From an optimization exercise on the open Yosys and OpenROAD flow, aimed at small area, a short achievable clock period and few clock cycles per item; shortcuts taken in it are not production practice.
Where RTL was checked, it was by simulation tests only, not by an equivalence proof against the original.

Setup of the previous run:
==> flow/design.v <==
`default_nettype none
package rms_pkg;
	function automatic logic [6:0] seg_of_nibble(input logic [3:0] nibble);
		logic [6:0] seg;
		case (nibble)
			4'h0: seg = 7'h40;
			4'h1: seg = 7'h79;
			4'h2: seg = 7'h24;
			4'h3: seg = 7'h30;
			4'h4: seg = 7'h19;
			4'h5: seg = 7'h12;
			4'h6: seg = 7'h02;
			4'h7: seg = 7'h78;
			4'h8: seg = 7'h00;
			4'h9: seg = 7'h10;
			4'ha: seg = 7'h08;
			4'hb: seg = 7'h03;
			4'hc: seg = 7'h46;
			4'hd: seg = 7'h21;
			4'he: seg = 7'h06;
			default: seg = 7'h0e;
		endcase
		seg_of_nibble = seg;
	endfunction
endpackage
`default_nettype wire
`default_nettype none
module rms_top
(
	input  logic        CLOCK_50,
	input  logic        rst_n,
	input  logic        src_empty,
	input  logic [31:0] src_readdata,
	input  logic        snk_full,
	output logic        src_read,
	output logic        snk_write,
	output logic [31:0] snk_writedata,
	output logic [6:0]  hex0,
	output logic [6:0]  hex1,
	output logic [6:0]  hex2,
	output logic [6:0]  hex3,
	output logic [6:0]  hex4,
	output logic [6:0]  hex5
);
	localparam logic [14:0] BND = 15'b010_1010_1010_0100;
	logic        run_q;
	logic        pend_q;
	logic        vsk_q;
	logic [15:0] xs_q;
	logic        va_q;
	logic [15:0] xa_q;
	logic        vq_q;
	logic [31:0] sq_q;
	logic [34:0] s_q;
	logic        vs_q;
	logic [2:0]  ks_q;
	logic [2:0]  wcnt_q;
	logic        ov_q;
	logic [15:0] out_q;
	logic [3:0]  pos_q;
	logic        adv;
	logic [31:0] sq;
	logic [34:0] s_new;
	assign adv = !ov_q || !snk_full;
	assign snk_write = ov_q && !snk_full;
	assign src_read = run_q && !src_empty && !vsk_q && adv;
	assign snk_writedata = {16'h0000, out_q};
	always_ff @(posedge CLOCK_50 or negedge rst_n)
	begin
		if (!rst_n)
		begin
			run_q <= 1'b0;
			pend_q <= 1'b0;
			vsk_q <= 1'b0;
			va_q <= 1'b0;
			vq_q <= 1'b0;
			vs_q <= 1'b0;
			wcnt_q <= '0;
		end
		else
		begin
			run_q <= 1'b1;
			pend_q <= src_read;
			if (adv)
			begin
				va_q <= pend_q || vsk_q;
				vsk_q <= 1'b0;
				vq_q <= va_q;
				vs_q <= vq_q;
				if (vq_q)
					wcnt_q <= wcnt_q + 3'd1;
			end
			else if (pend_q)
				vsk_q <= 1'b1;
		end
	end
	assign sq =
		({32{xa_q[0]}} & (((32'(xa_q) >> 1) << 2) | (32'd1 << 0))) +
		({32{xa_q[1]}} & (((32'(xa_q) >> 2) << 4) | (32'd1 << 2))) +
		({32{xa_q[2]}} & (((32'(xa_q) >> 3) << 6) | (32'd1 << 4))) +
		({32{xa_q[3]}} & (((32'(xa_q) >> 4) << 8) | (32'd1 << 6))) +
		({32{xa_q[4]}} & (((32'(xa_q) >> 5) << 10) | (32'd1 << 8))) +
		({32{xa_q[5]}} & (((32'(xa_q) >> 6) << 12) | (32'd1 << 10))) +
		({32{xa_q[6]}} & (((32'(xa_q) >> 7) << 14) | (32'd1 << 12))) +
		({32{xa_q[7]}} & (((32'(xa_q) >> 8) << 16) | (32'd1 << 14))) +
		({32{xa_q[8]}} & (((32'(xa_q) >> 9) << 18) | (32'd1 << 16))) +
		({32{xa_q[9]}} & (((32'(xa_q) >> 10) << 20) | (32'd1 << 18))) +
		({32{xa_q[10]}} & (((32'(xa_q) >> 11) << 22) | (32'd1 << 20))) +
		({32{xa_q[11]}} & (((32'(xa_q) >> 12) << 24) | (32'd1 << 22))) +
		({32{xa_q[12]}} & (((32'(xa_q) >> 13) << 26) | (32'd1 << 24))) +
		({32{xa_q[13]}} & (((32'(xa_q) >> 14) << 28) | (32'd1 << 26))) +
		({32{xa_q[14]}} & (((32'(xa_q) >> 15) << 30) | (32'd1 << 28))) +
		({32{xa_q[15]}} & (((32'(xa_q) >> 16) << 32) | (32'd1 << 30)));
	assign s_new = ((wcnt_q == 3'd0) ? 35'd0 : s_q) + 35'(sq_q);
	always_ff @(posedge CLOCK_50)
	begin
		if (pend_q && !adv)
			xs_q <= src_readdata[15:0];
		if (adv)
		begin
			xa_q <= pend_q ? src_readdata[15:0] : xs_q;
			sq_q <= sq;
			if (vq_q)
			begin
				s_q <= s_new;
				ks_q <= wcnt_q;
			end
		end
	end
	function automatic logic [3:0] dstep(input logic [2:0] r, input logic b, input logic [1:0] mm);
		logic q;
		logic [2:0] n;
		logic c1;
		logic c2;
		c1 = !mm[0];
		c2 = !mm[1];
		case (mm)
			2'd0: q = b;
			2'd1: q = r[1] | (r[0] & b);
			2'd2: q = r[2] | (r[1] & (r[0] | b));
			default: q = r[2] | (r[1] & r[0] & b);
		endcase
		n[0] = b ^ q;
		n[1] = r[0] ^ (q & (c1 ^ b));
		n[2] = r[1] ^ (q & (c2 ^ ((r[0] & c1) | (r[0] & b) | (c1 & b))));
		dstep = {q, n};
	endfunction
	logic [15:0][17:0] rem_i;
	logic [15:0][15:0] r_i;
	logic [15:0][2:0]  dr_i;
	logic [15:0][31:0] qs_i;
	logic [15:0][1:0]  mm_i;
	logic [15:0]       v_i;
	logic [15:0][17:0] rem_o;
	logic [15:0][15:0] r_o;
	logic [15:0][2:0]  dr_o;
	logic [15:0][31:0] qs_o;
	logic [34:0] sh;
	logic [1:0]  mm0;
	always_comb
	begin
		case (ks_q)
			3'd0: begin sh = s_q;       mm0 = 2'd0; end
			3'd1: begin sh = s_q >> 1;  mm0 = 2'd0; end
			3'd2: begin sh = s_q;       mm0 = 2'd1; end
			3'd3: begin sh = s_q >> 2;  mm0 = 2'd0; end
			3'd4: begin sh = s_q;       mm0 = 2'd2; end
			3'd5: begin sh = s_q >> 1;  mm0 = 2'd1; end
			3'd6: begin sh = s_q;       mm0 = 2'd3; end
			default: begin sh = s_q >> 3; mm0 = 2'd0; end
		endcase
	end
	for (genvar j = 0; j < 16; j++)
	begin : g_step
		if (j == 0)
		begin : g_src
			logic [3:0] a1;
			logic [3:0] a2;
			assign a1 = dstep(sh[34:32], sh[31], mm0);
			assign a2 = dstep(a1[2:0], sh[30], mm0);
			assign rem_i[j] = '0;
			assign r_i[j] = '0;
			assign dr_i[j] = a2[2:0];
			assign qs_i[j] = {a1[3], a2[3], sh[29:0]};
			assign mm_i[j] = mm0;
			assign v_i[j] = vs_q;
		end
		else if (BND[j-1])
		begin : g_reg
			logic [17:0] rem_q;
			logic [15:0] r_q;
			logic [2:0]  dr_q;
			logic [31:0] qs_q;
			logic [1:0]  mm_q;
			logic        v_q;
			always_ff @(posedge CLOCK_50)
			begin
				if (adv)
				begin
					rem_q <= rem_o[j-1];
					r_q <= r_o[j-1];
					dr_q <= dr_o[j-1];
					qs_q <= qs_o[j-1] & (32'hffffffff >> (2 * j));
					mm_q <= mm_i[j-1];
				end
			end
			always_ff @(posedge CLOCK_50 or negedge rst_n)
			begin
				if (!rst_n)
					v_q <= 1'b0;
				else if (adv)
					v_q <= v_i[j-1];
			end
			assign rem_i[j] = rem_q;
			assign r_i[j] = r_q;
			assign dr_i[j] = dr_q;
			assign qs_i[j] = qs_q;
			assign mm_i[j] = mm_q;
			assign v_i[j] = v_q;
		end
		else
		begin : g_pass
			assign rem_i[j] = rem_o[j-1];
			assign r_i[j] = r_o[j-1];
			assign dr_i[j] = dr_o[j-1];
			assign qs_i[j] = qs_o[j-1];
			assign mm_i[j] = mm_i[j-1];
			assign v_i[j] = v_i[j-1];
		end
		if (j < 15)
		begin : g_div
			logic [3:0] b1;
			logic [3:0] b2;
			assign b1 = dstep(dr_i[j], qs_i[j][29-2*j], mm_i[j]);
			assign b2 = dstep(b1[2:0], qs_i[j][28-2*j], mm_i[j]);
			assign dr_o[j] = b2[2:0];
			always_comb
			begin
				qs_o[j] = qs_i[j];
				qs_o[j][29-2*j] = b1[3];
				qs_o[j][28-2*j] = b2[3];
			end
		end
		else
		begin : g_nodiv
			assign dr_o[j] = '0;
			assign qs_o[j] = qs_i[j];
		end
		logic [j+2:0] rs;
		logic [j+1:0] tr;
		logic [j+3:0] diff;
		logic         t;
		assign rs = {rem_i[j][j:0], qs_i[j][31-2*j -: 2]};
		if (j == 0)
		begin : g_t0
			assign tr = 2'b01;
		end
		else
		begin : g_tn
			assign tr = {r_i[j][j-1:0], 2'b01};
		end
		assign diff = {1'b0, rs} - {2'b00, tr};
		assign t = !diff[j+3];
		assign rem_o[j] = 18'(t ? diff[j+1:0] : rs[j+1:0]);
		assign r_o[j] = 16'({r_i[j][14:0], t});
	end
	always_ff @(posedge CLOCK_50 or negedge rst_n)
	begin
		if (!rst_n)
		begin
			ov_q <= 1'b0;
			out_q <= '0;
			pos_q <= '0;
		end
		else if (adv)
		begin
			ov_q <= v_i[15];
			if (v_i[15])
			begin
				out_q <= r_o[15];
				pos_q <= (pos_q[2:0] == 3'd0) ? 4'd1 : pos_q + 4'd1;
			end
		end
	end
	assign hex0 = rms_pkg::seg_of_nibble(out_q[3:0]);
	assign hex1 = rms_pkg::seg_of_nibble(out_q[7:4]);
	assign hex2 = rms_pkg::seg_of_nibble(out_q[11:8]);
	assign hex3 = rms_pkg::seg_of_nibble(out_q[15:12]);
	assign hex4 = rms_pkg::seg_of_nibble(pos_q);
	assign hex5 = rms_pkg::seg_of_nibble(4'h0);
endmodule
`default_nettype wire
make LEC_CHECK=0 ABC_AREA=1 CAP_MARGIN=20 CORE_MARGIN=2 CORE_UTILIZATION=40 SETUP_SLACK_MARGIN=5 SLEW_MARGIN=20 finish   # period 10.0 ns
run.sh (not shown) runs the stock make flow with config.mk's settings and CLKGATE_MAP_FILE= SYNTH_SCRIPT=/design/flow/synth_recipe.tcl, a recipe that flattens the netlist after the stock synthesis.
The previous run completed; timing, DRC and antenna clean
Modified inputs, the current run compared to the previous run
-- flow/design.v --
<<< the previous run, line 43
	output logic [6:0]  hex5
);
	localparam logic [14:0] BND = 15'b010_1010_1010_0100;
	logic        run_q;
	logic        pend_q;
>>> the current run, line 43
	output logic [6:0]  hex5
);
	localparam logic [14:0] BND = 15'b101_0101_0101_0010;
	logic        run_q;
	logic        pend_q;
### Flow results
The current run has completed all stages; timing, DRC and antenna checks passed. Sort the current run and the previous run by global-route usage, ascending, and the current run comes first. The current run ended with less layout overhead on the synthesized area than the previous run. The cell area in the current run was lower than what the previous run gave. Cell area after technology mapping: the current run worse than the previous run. Looking at fraction of cell area in non-clock buffers across the current run and the previous run, the one that comes out higher is the previous run. Across both runs, highest net fanout along the worst path was lower for the current run than for the previous run. The current run — count of cell types in the netlist about 4% lower, the previous run as reference. From the previous run to the current run, remaining global-route overflow did not move at all. Going from the previous run to the current run, final cell count shrank slightly. Summary: with the previous run as the reference, number of filler instances in the final layout in the current run moved up by more than 10%. The current run and the previous run ended up with roughly the same global routing met3 resource utilization.
Testbench counts of the current run, summed over its fixed seeds: cycles 4,192, items 4,096.
Only the layout flow was run in the previous run; the RTL was not checked for function there.

port drivers added, routing unchanged:
The results above use ideal ports. As a check the final layouts listed here were re-extracted and re-timed, cells and wires unchanged.
Step 1: set_driving_cell puts a clkbuf_16 on CLOCK_50 and a buf_2 on each other input, an assumption about the parent block.
Step 2 moves the port delays by t, midway between the first and last clock arrival at a register: inputs arrive t later, outputs are due t later. That takes back most of the time a late clock gives input paths.
a / b / c = ideal ports / drivers / drivers and shift; a / b = the first two.
run | shift t [ns] | slack for setup (ns) | worst register clock-pin slew, ns
the previous run | 0.644 | 4.135 / 4.135 / 4.135 | 0.06 / 0.06
the current run | 0.642 | 4.513 / 4.513 / 4.513 | 0.06 / 0.06
After both steps setup and hold are still met in every run listed.
